Context: an optimization exercise on an open-source flow, tuned for a short achievable clock period and few clock cycles per item. The choices shown serve that exercise and are no tape-out recipe. The RTL was checked by simulation tests, not by an equivalence proof against the original design. No activity file was given, so power comes from the tool's default toggle rates.

// lc4_cpu
module lc4_cpu (
   input  logic        gwe,
   input  logic        i_rst_n,
   output logic [15:0] o_imem_addr,
   input  logic [15:0] i_imem_insn,
   output logic [15:0] o_dmem_addr,
   input  logic [15:0] i_dmem_rdata,
   output logic        o_dmem_we,
   output logic [15:0] o_dmem_wdata,
   output logic [15:0] o_wb_pc,
   output logic [15:0] o_wb_insn,
   output logic [1:0]  o_wb_bubble,
   output logic        o_wb_rf_we,
   output logic [2:0]  o_wb_rd,
   output logic [15:0] o_wb_rf_data,
   output logic        o_wb_nzp_we,
   output logic [2:0]  o_wb_nzp
);
Settings: LEC_CHECK=0, ABC_AREA=1, CAP_MARGIN=20, CORE_MARGIN=2, CORE_UTILIZATION=40, SETUP_SLACK_MARGIN=3.0, SLEW_MARGIN=20, SYNTH_HIERARCHICAL=1; clock period 5.0 ns.
run.sh (not shown) runs the stock make flow with config.mk's settings and CLKGATE_MAP_FILE= SYNTH_SCRIPT=/design/flow/synth_recipe.tcl, a recipe that flattens the netlist after the stock synthesis.
Testbench counts at the start, summed over its fixed seeds: cycles 54,150, instructions 51,200.
Next try:
--- a/flow/design.v
+++ b/flow/design.v
@@ -26,21 +26,20 @@
    input  logic               i_rst_n,
    output lc4_pkg::word_t     o_imem_addr,
    input  lc4_pkg::word_t     i_imem_insn,
    output lc4_pkg::word_t     o_dmem_addr,
    input  lc4_pkg::word_t     i_dmem_rdata,
    output logic               o_dmem_we,
    output lc4_pkg::word_t     o_dmem_wdata,
    output lc4_pkg::wb_trace_t o_wb
 );
    lc4_pkg::word_t   pc_q;             
-   lc4_pkg::word_t   pc_r;             
    logic [7:0][15:0] rf;
    lc4_pkg::nzp_t    nzp_q;            
    logic           x_valid;
    logic           x_lu;               
    lc4_pkg::word_t x_pc;
    lc4_pkg::word_t x_insn;
    lc4_pkg::word_t x_a;                
    lc4_pkg::word_t x_b;                
    lc4_pkg::word_t x_c;                
    logic           x_fc;               
@@ -54,29 +53,28 @@
    lc4_pkg::nzp_t  x_mask;
    lc4_pkg::word_t x_pcp1;
    logic [8:0]     x_tlo;              
    logic           x_tc;               
    logic [6:0]     x_hi, x_hi_m1, x_hi_p1;
    logic           m_valid;
    logic           m_lu;
    lc4_pkg::word_t m_pc;
    lc4_pkg::word_t m_insn;
    logic           m_we;
-   logic [7:0]     m_wsel;             
    lc4_pkg::reg_sel_t m_rd;
    logic           m_is_load;
    lc4_pkg::word_t m_result;
    logic           m_zero;             
    lc4_pkg::word_t m_addr;
    logic           m_store;
    lc4_pkg::word_t m_wdata;
-   logic [1:0]     w_bx;               
+   lc4_pkg::bubble_t w_bubble;
    lc4_pkg::word_t w_pc;
    lc4_pkg::word_t w_insn;
    logic           w_we;
    lc4_pkg::reg_sel_t w_rd;
    lc4_pkg::word_t w_data;
    lc4_pkg::nzp_t  w_nzp;
    lc4_pkg::word_t m_val;              
    logic           m_wr;
    logic           ld_zero;
    lc4_pkg::nzp_t  m_nzp;
@@ -177,61 +175,52 @@
    lc4_fetch i_fetch (
       .i_insn     (insn),
       .i_pc       (pc_q),
       .i_pcp1     (pcp1),
       .i_pred     (f_pred),
       .i_mispred  (mispred),
       .i_redirect (redirect),
       .i_stall    (stall),
       .o_pc_next  (pc_next)
    );
-   assign pc_q        = pc_r ^ lc4_pkg::RESET_PC;
    assign o_imem_addr = pc_q;
    always_ff @(posedge gwe or negedge i_rst_n) begin
       if (!i_rst_n) begin
-         pc_r     <= 16'h0000;
+         pc_q     <= lc4_pkg::RESET_PC;
          nzp_q    <= 3'b010;
          x_valid  <= 1'b0;
          x_lu     <= 1'b0;
          m_valid  <= 1'b0;
          m_lu     <= 1'b0;
          m_store  <= 1'b0;
          m_addr   <= 16'h0000;
          m_wdata  <= 16'h0000;
-         w_bx     <= 2'b00;
-         m_wsel   <= 8'h00;
+         w_bubble <= lc4_pkg::BUBBLE_MISPRED;
          w_we     <= 1'b0;
          for (int i = 0; i < 8; i++) begin
             rf[i] <= 16'h0000;
          end
       end else begin
-         pc_r <= pc_next ^ lc4_pkg::RESET_PC;
+         pc_q <= pc_next;
          x_valid <= !mispred && !stall;
          x_lu    <= !mispred && stall;
          m_valid <= x_valid;
          m_lu    <= x_lu;
          m_store <= x_valid && x_is_store;
          m_addr  <= (x_valid && (x_is_load || x_is_store)) ? sum : 16'h0000;
          m_wdata <= (x_valid && x_is_store) ? op_c : 16'h0000;
-         for (int i = 0; i < 8; i++) begin
-            m_wsel[i] <= x_valid && x_we && (x_rd == i[2:0]);
-         end
-         for (int i = 0; i < 8; i++) begin
-            if (m_wsel[i]) begin
-               rf[i] <= m_val;
-            end
-         end
          if (m_wr) begin
+            rf[m_rd] <= m_val;
             nzp_q    <= m_nzp;
          end
-         w_bx     <= 2'b10 ^ (m_valid ? lc4_pkg::BUBBLE_NONE :
-                     (m_lu ? lc4_pkg::BUBBLE_LOAD_USE : lc4_pkg::BUBBLE_MISPRED));
+         w_bubble <= m_valid ? lc4_pkg::BUBBLE_NONE :
+                     (m_lu ? lc4_pkg::BUBBLE_LOAD_USE : lc4_pkg::BUBBLE_MISPRED);
          w_we     <= m_wr;
       end
    end
    always_ff @(posedge gwe) begin
       x_pc       <= pc_q;
       x_insn     <= insn;
       x_a        <= f_const ? 16'h0000 : (f_fa ? res : rs_v);
       x_b        <= f_b_reg ? (f_fb ? res : rt_v) : f_imm;
       x_c        <= f_fc ? res : rc_v;
       x_fc       <= f_lc;
@@ -257,21 +246,21 @@
       m_result   <= res;
       m_zero     <= res_zero;
       w_pc       <= m_pc;
       w_insn     <= m_insn;
       w_rd       <= m_rd;
       w_data     <= m_val;
       w_nzp      <= m_nzp;
    end
    assign o_wb.pc      = w_pc;
    assign o_wb.insn    = w_insn;
-   assign o_wb.bubble  = lc4_pkg::bubble_t'(w_bx ^ 2'b10);
+   assign o_wb.bubble  = w_bubble;
    assign o_wb.rf_we   = w_we;
    assign o_wb.rd      = w_rd;
    assign o_wb.rf_data = w_data;
    assign o_wb.nzp_we  = w_we;
    assign o_wb.nzp     = w_nzp;
 endmodule
 module lc4_zero16 (
    input  lc4_pkg::word_t i_v,
    output logic           o_zero
 );
=> Sequential cell count is lower by 8. Worst setup slack loses 41 ps. Die area rose by 1.1%. Combinational power went up by 9.3%. Area after synthesis is higher by 1.1%. Via count grows by 6.5%. Global-route usage went up by 2.3 points. Wire length goes up by 9.9%. Maximum frequency decreases by 1.7%. Non-clock buffer count climbs by 56. Utilization is higher by 2.2 points. Total power rose by 3.5%.
Testbench counts after the change, summed over its fixed seeds: cycles 54,150, instructions 51,200.


job 7561:
Another version of the RTL of lc4_cpu (not shown whole).
For scale: ~4900 cells after synthesis, roughly 140 I/O pins, about 31000 µm² of cells after synthesis.
make LEC_CHECK=0 ABC_AREA=1 CAP_MARGIN=20 CORE_MARGIN=2 CORE_UTILIZATION=40 SETUP_SLACK_MARGIN=3.0 SLEW_MARGIN=20 SYNTH_HIERARCHICAL=1 finish   # period 5.0 ns
In summary, job 7561 completed successfully, with a layout that passed the timing, DRC and antenna checks.
Testbench counts of job 7561, summed over its fixed seeds: cycles 52,398, instructions 51,200.
Inputs modified between job 7561 and job 127:
-- flow/design.v --
<<< job 7561, line 209
                       .o_y(pc_next_r));
   assign pc_q        = pc_r ^ lc4_pkg::RESET_PC;
   lc4_pc_out i_pc_out (.gwe(gwe), .i_rst_n(i_rst_n), .i_d(pc_next_r), .o_pc(o_imem_addr));
   always_ff @(posedge gwe or negedge i_rst_n) begin
      if (!i_rst_n) begin
>>> job 127, line 209
                       .o_y(pc_next_r));
   assign pc_q        = pc_r ^ lc4_pkg::RESET_PC;
   assign o_imem_addr = pc_q;
   always_ff @(posedge gwe or negedge i_rst_n) begin
      if (!i_rst_n) begin
<<< job 7561, line 223
         m_lu     <= 1'b0;
         m_store  <= 1'b0;
         w_bx     <= 2'b00;
         w_we     <= 1'b0;
>>> job 127, line 223
         m_lu     <= 1'b0;
         m_store  <= 1'b0;
         m_addr   <= 16'h0000;
         m_wdata  <= 16'h0000;
         w_bx     <= 2'b00;
         w_we     <= 1'b0;
<<< job 7561, line 245
         m_lu    <= hold;
         m_store <= x_valid && !hold && x_is_store;
         for (int i = 0; i < 8; i++) begin
            m_wsel[i] <= x_valid && !hold && x_we && (x_rd == i[2:0]);
>>> job 127, line 247
         m_lu    <= hold;
         m_store <= x_valid && !hold && x_is_store;
         m_addr  <= (x_valid && (x_is_load || x_is_store)) ? sum : 16'h0000;
         m_wdata <= (x_valid && !hold && x_is_store) ? op_c : 16'h0000;
         for (int i = 0; i < 8; i++) begin
            m_wsel[i] <= x_valid && !hold && x_we && (x_rd == i[2:0]);
<<< job 7561, line 285
   lc4_fwd_mux i_fwd_b (.i_sum(sum), .i_and(andv), .i_is_and(x_is_and), .i_res(b_res), .i_alt(b_alt), .o_v(b_next));
   lc4_fwd_mux i_fwd_c (.i_sum(sum), .i_and(andv), .i_is_and(x_is_and), .i_res(c_res), .i_alt(c_alt), .o_v(c_next));
   always_ff @(posedge gwe) begin
      m_addr  <= (x_valid && (x_is_load || x_is_store)) ? sum : 16'h0000;
      m_wdata <= (x_valid && !hold && x_is_store) ? op_c : 16'h0000;
   end
   always_ff @(posedge gwe) begin
      x_we       <= hold ? d_we  : f_we;
>>> job 127, line 289
   lc4_fwd_mux i_fwd_b (.i_sum(sum), .i_and(andv), .i_is_and(x_is_and), .i_res(b_res), .i_alt(b_alt), .o_v(b_next));
   lc4_fwd_mux i_fwd_c (.i_sum(sum), .i_and(andv), .i_is_and(x_is_and), .i_res(c_res), .i_alt(c_alt), .o_v(c_next));
   always_ff @(posedge gwe) begin
      x_we       <= hold ? d_we  : f_we;
<<< job 7561, line 549
   assign o_y = i_s ? i_1 : i_0;
endmodule
module lc4_pc_out (
   input  logic           gwe,
   input  logic           i_rst_n,
   input  lc4_pkg::word_t i_d,
   output lc4_pkg::word_t o_pc
);
   lc4_pkg::word_t q;
   always_ff @(posedge gwe or negedge i_rst_n) begin
      if (!i_rst_n) begin
         q <= 16'h0000;
      end else begin
         q <= i_d;
      end
   end
   assign o_pc = q ^ lc4_pkg::RESET_PC;
endmodule
`timescale 1ns/1ps
module lc4_cpu (
>>> job 127, line 549
   assign o_y = i_s ? i_1 : i_0;
endmodule
`timescale 1ns/1ps
module lc4_cpu (
Results
- Compare job 127 and job 7561 | initial antenna violation count higher: job 7561
- Routed wire in job 127 totals less than in job 7561.
- The starting density of the core number comes out lower for job 7561 vs job 127.
- Number of nets in the layout ends up lower on job 127.
- Compare job 127 and job 7561 | count of clock-buffer cells in the layout lower: job 7561
- Comparing the two runs side by side, job 127 comes out behind job 7561 on worst setup slack.
- Run comparison: job 7561 path class of the lowest-slack min-delay path reg -> reg; job 127 path class of the lowest-slack min-delay path in -> async
- Between job 7561 and job 127, the met2 wire length does not differ in any meaningful way.
- Die area (job 127 over job 7561): decrease, 0.91%
- The worst-path maximum fanout in job 127 was lower than what job 7561 gave.
- Measured against each other, job 127 and job 7561 differ in horizontal die dimension, the lower figure coming from job 127.
- For the count of non-CTS buffers in the layout, job 127 came in 5.4% lower than job 7561 did.
- Power on job 127 is ahead of job 7561.
- Compared with job 7561, job 127 ends up with a smaller final cell area.
Testbench counts of job 127, summed over its fixed seeds: cycles 52,398, instructions 51,200.


Setup of v6:
Another version of the RTL of lc4_cpu (not shown whole).
Size: about 4,600 cells after synthesis, ~140 I/O pins, about 30,000 µm² of cells after synthesis.
==> flow/design.v (excerpt) <==
module lc4_cpu (
   input  logic        gwe,
   input  logic        i_rst_n,
   output logic [15:0] o_imem_addr,
   input  logic [15:0] i_imem_insn,
   output logic [15:0] o_dmem_addr,
   input  logic [15:0] i_dmem_rdata,
   output logic        o_dmem_we,
   output logic [15:0] o_dmem_wdata,
   output logic [15:0] o_wb_pc,
   output logic [15:0] o_wb_insn,
   output logic [1:0]  o_wb_bubble,
   output logic        o_wb_rf_we,
   output logic [2:0]  o_wb_rd,
   output logic [15:0] o_wb_rf_data,
   output logic        o_wb_nzp_we,
   output logic [2:0]  o_wb_nzp
);
export LEC_CHECK = 0
export ABC_AREA = 1
export CAP_MARGIN = 20
export CORE_MARGIN = 2
export CORE_UTILIZATION = 40
export SETUP_SLACK_MARGIN = 3.0
export SLEW_MARGIN = 20
export SYNTH_HIERARCHICAL = 1
create_clock -name core_clock -period 5.0 [get_ports {gwe}]
Testbench counts of v6, summed over its fixed seeds: cycles 52,398, instructions 51,200.
Here is what was changed in the inputs of v7 compared with v6.
--- a/flow/design.v
+++ b/flow/design.v
@@ -362,15 +362,15 @@
    end
    assign o_wb.pc      = w_pc;
    assign o_wb.insn    = w_insn;
    assign o_wb.bubble  = lc4_pkg::bubble_t'(w_bx ^ 2'b10);
    assign o_wb.rf_we   = w_we;
    assign o_wb.rd      = w_rd;
    assign o_wb.rf_data = w_data;
-   lc4_reg1 i_w_nzp_we (.gwe(gwe), .i_rst_n(i_rst_n), .i_d(m_wr), .o_q(o_wb.nzp_we));
+   assign o_wb.nzp_we  = w_we;
    assign o_wb.nzp     = w_nzp;
 endmodule
 module lc4_zero16 (
    input  lc4_pkg::word_t i_v,
    output logic           o_zero
 );
    assign o_zero = (i_v == 16'h0000);
@@ -493,31 +493,20 @@
    input  lc4_pkg::word_t i_pc,
    output lc4_pkg::word_t o_target
 );
    logic [6:0] lo;
    logic [9:0] hi_m1, hi_p1;
    lc4_add6c i_lo (.i_a(i_pc[5:0]), .i_b(i_insn[5:0]), .o_s(lo));
    lc4_hi10 i_hi (.i_hi(i_pc[15:6]), .o_m1(hi_m1), .o_p1(hi_p1));
-   logic       c6;
    logic [9:0] hi_c1, hi_c0;
-   lc4_carry6c i_c6 (.i_a(i_pc[5:0]), .i_b(i_insn[5:0]), .o_c(c6));
    assign hi_c1 = i_insn[5] ? i_pc[15:6] : hi_p1;
    assign hi_c0 = i_insn[5] ? hi_m1 : i_pc[15:6];
-   lc4_mux10 i_hi_mux (.i_s(c6), .i_1(hi_c1), .i_0(hi_c0), .o_y(o_target[15:6]));
+   lc4_mux10 i_hi_mux (.i_s(lo[6]), .i_1(hi_c1), .i_0(hi_c0), .o_y(o_target[15:6]));
    assign o_target[5:0] = lo[5:0];
 endmodule
-module lc4_carry6c (
-   input  logic [5:0] i_a,
-   input  logic [5:0] i_b,
-   output logic       o_c
-);
-   logic [7:0] t;
-   assign t   = {1'b0, i_a, 1'b1} + {1'b0, i_b, 1'b1};
-   assign o_c = t[7];
-endmodule
 module lc4_add6c (
    input  logic [5:0] i_a,
    input  logic [5:0] i_b,
    output logic [6:0] o_s
 );
    logic [7:0] t;
    assign t   = {1'b0, i_a, 1'b1} + {1'b0, i_b, 1'b1};
@@ -602,28 +591,14 @@
          q <= 16'h0000;
       end else begin
          q <= i_d;
       end
    end
    assign o_pc = q ^ lc4_pkg::RESET_PC;
 endmodule
-module lc4_reg1 (
-   input  logic gwe,
-   input  logic i_rst_n,
-   input  logic i_d,
-   output logic o_q
-);
-   always_ff @(posedge gwe or negedge i_rst_n) begin
-      if (!i_rst_n) begin
-         o_q <= 1'b0;
-      end else begin
-         o_q <= i_d;
-      end
-   end
-endmodule
 `timescale 1ns/1ps
 module lc4_cpu (
    input  logic        gwe,
    input  logic        i_rst_n,
    output logic [15:0] o_imem_addr,
    input  logic [15:0] i_imem_insn,
    output logic [15:0] o_dmem_addr,
==> comparison <==
Re number of buffer and inverter stages on the critical path: v7 and v6 aren't equal, and the lower value belongs to v7. STATUS worst max-slew margin expressed relative to the limit: v7 loses against v6. Type of the setup path with the least slack = flop to flop: v6; type of the setup path with the least slack = flop to output pin: v7. Flip-flop and latch share of the layout cell area essentially unchanged between v6 and v7. Initial antenna violation count: v7 vs v6 down 1. Final area down 210 µm² in v7 wrt v6. Total number of sequential cells delta (v7 -> v6): insignificant. Relative to v6, slew at the pin with the worst max-slew slack has gone up in v7. The met3 track demand over resource of v6 and that of v7 are within noise of each other. Summary of v7 over v6: sum of routed wire length over all layers up about 0.36%; power shows a reduction of about 1%; share of the clock period used by the worst path now sits lower; fmax went up about 1.8%; worst path setup slack after routing has increased. The net switching share of the total power on v6 is in line with that on v7.
Testbench counts of v7, summed over its fixed seeds: cycles 52,398, instructions 51,200.

[static timing again, ports no longer ideal]
The flow's constraints put no driver on any port. The routed layouts listed below were extracted and timed again, unchanged, in two steps.
Step 1, drivers: a clkbuf_16 drives gwe and a buf_2 each remaining input, both assumed.
Step 2, shift: input delay + t, output delay - t, t = (earliest + latest rising clock arrival at the registers) / 2. This alone moves slack from input paths to output paths.
Three values: no drivers, after step 1, after step 2; two values: the first two.
| run | t (ns) | slack for setup (ns) | clock arrival spread, ns |
|---|---|---|---|
| the first run of note 1 | 0.647 | 2.688 / 2.553 / 1.907 | 0.017 / 0.017 |
| the second run of note 1 | 0.660 | 2.647 / 2.551 / 1.891 | 0.026 / 0.026 |
| job 7561 | 0.715 | 2.706 / 2.715 / 2.020 | 0.033 / 0.034 |
| job 127 | 0.708 | 2.678 / 2.608 / 2.020 | 0.066 / 0.066 |
| v6 | 0.696 | 2.737 / 2.737 / 2.076 | 0.028 / 0.028 |
| v7 | 0.698 | 2.776 / 2.647 / 1.949 | 0.019 / 0.020 |
After both steps every run listed still meets setup and hold. The setup slack of v7, which loses most, moves by -0.129 ns with the drivers and by -0.827 ns with both steps.
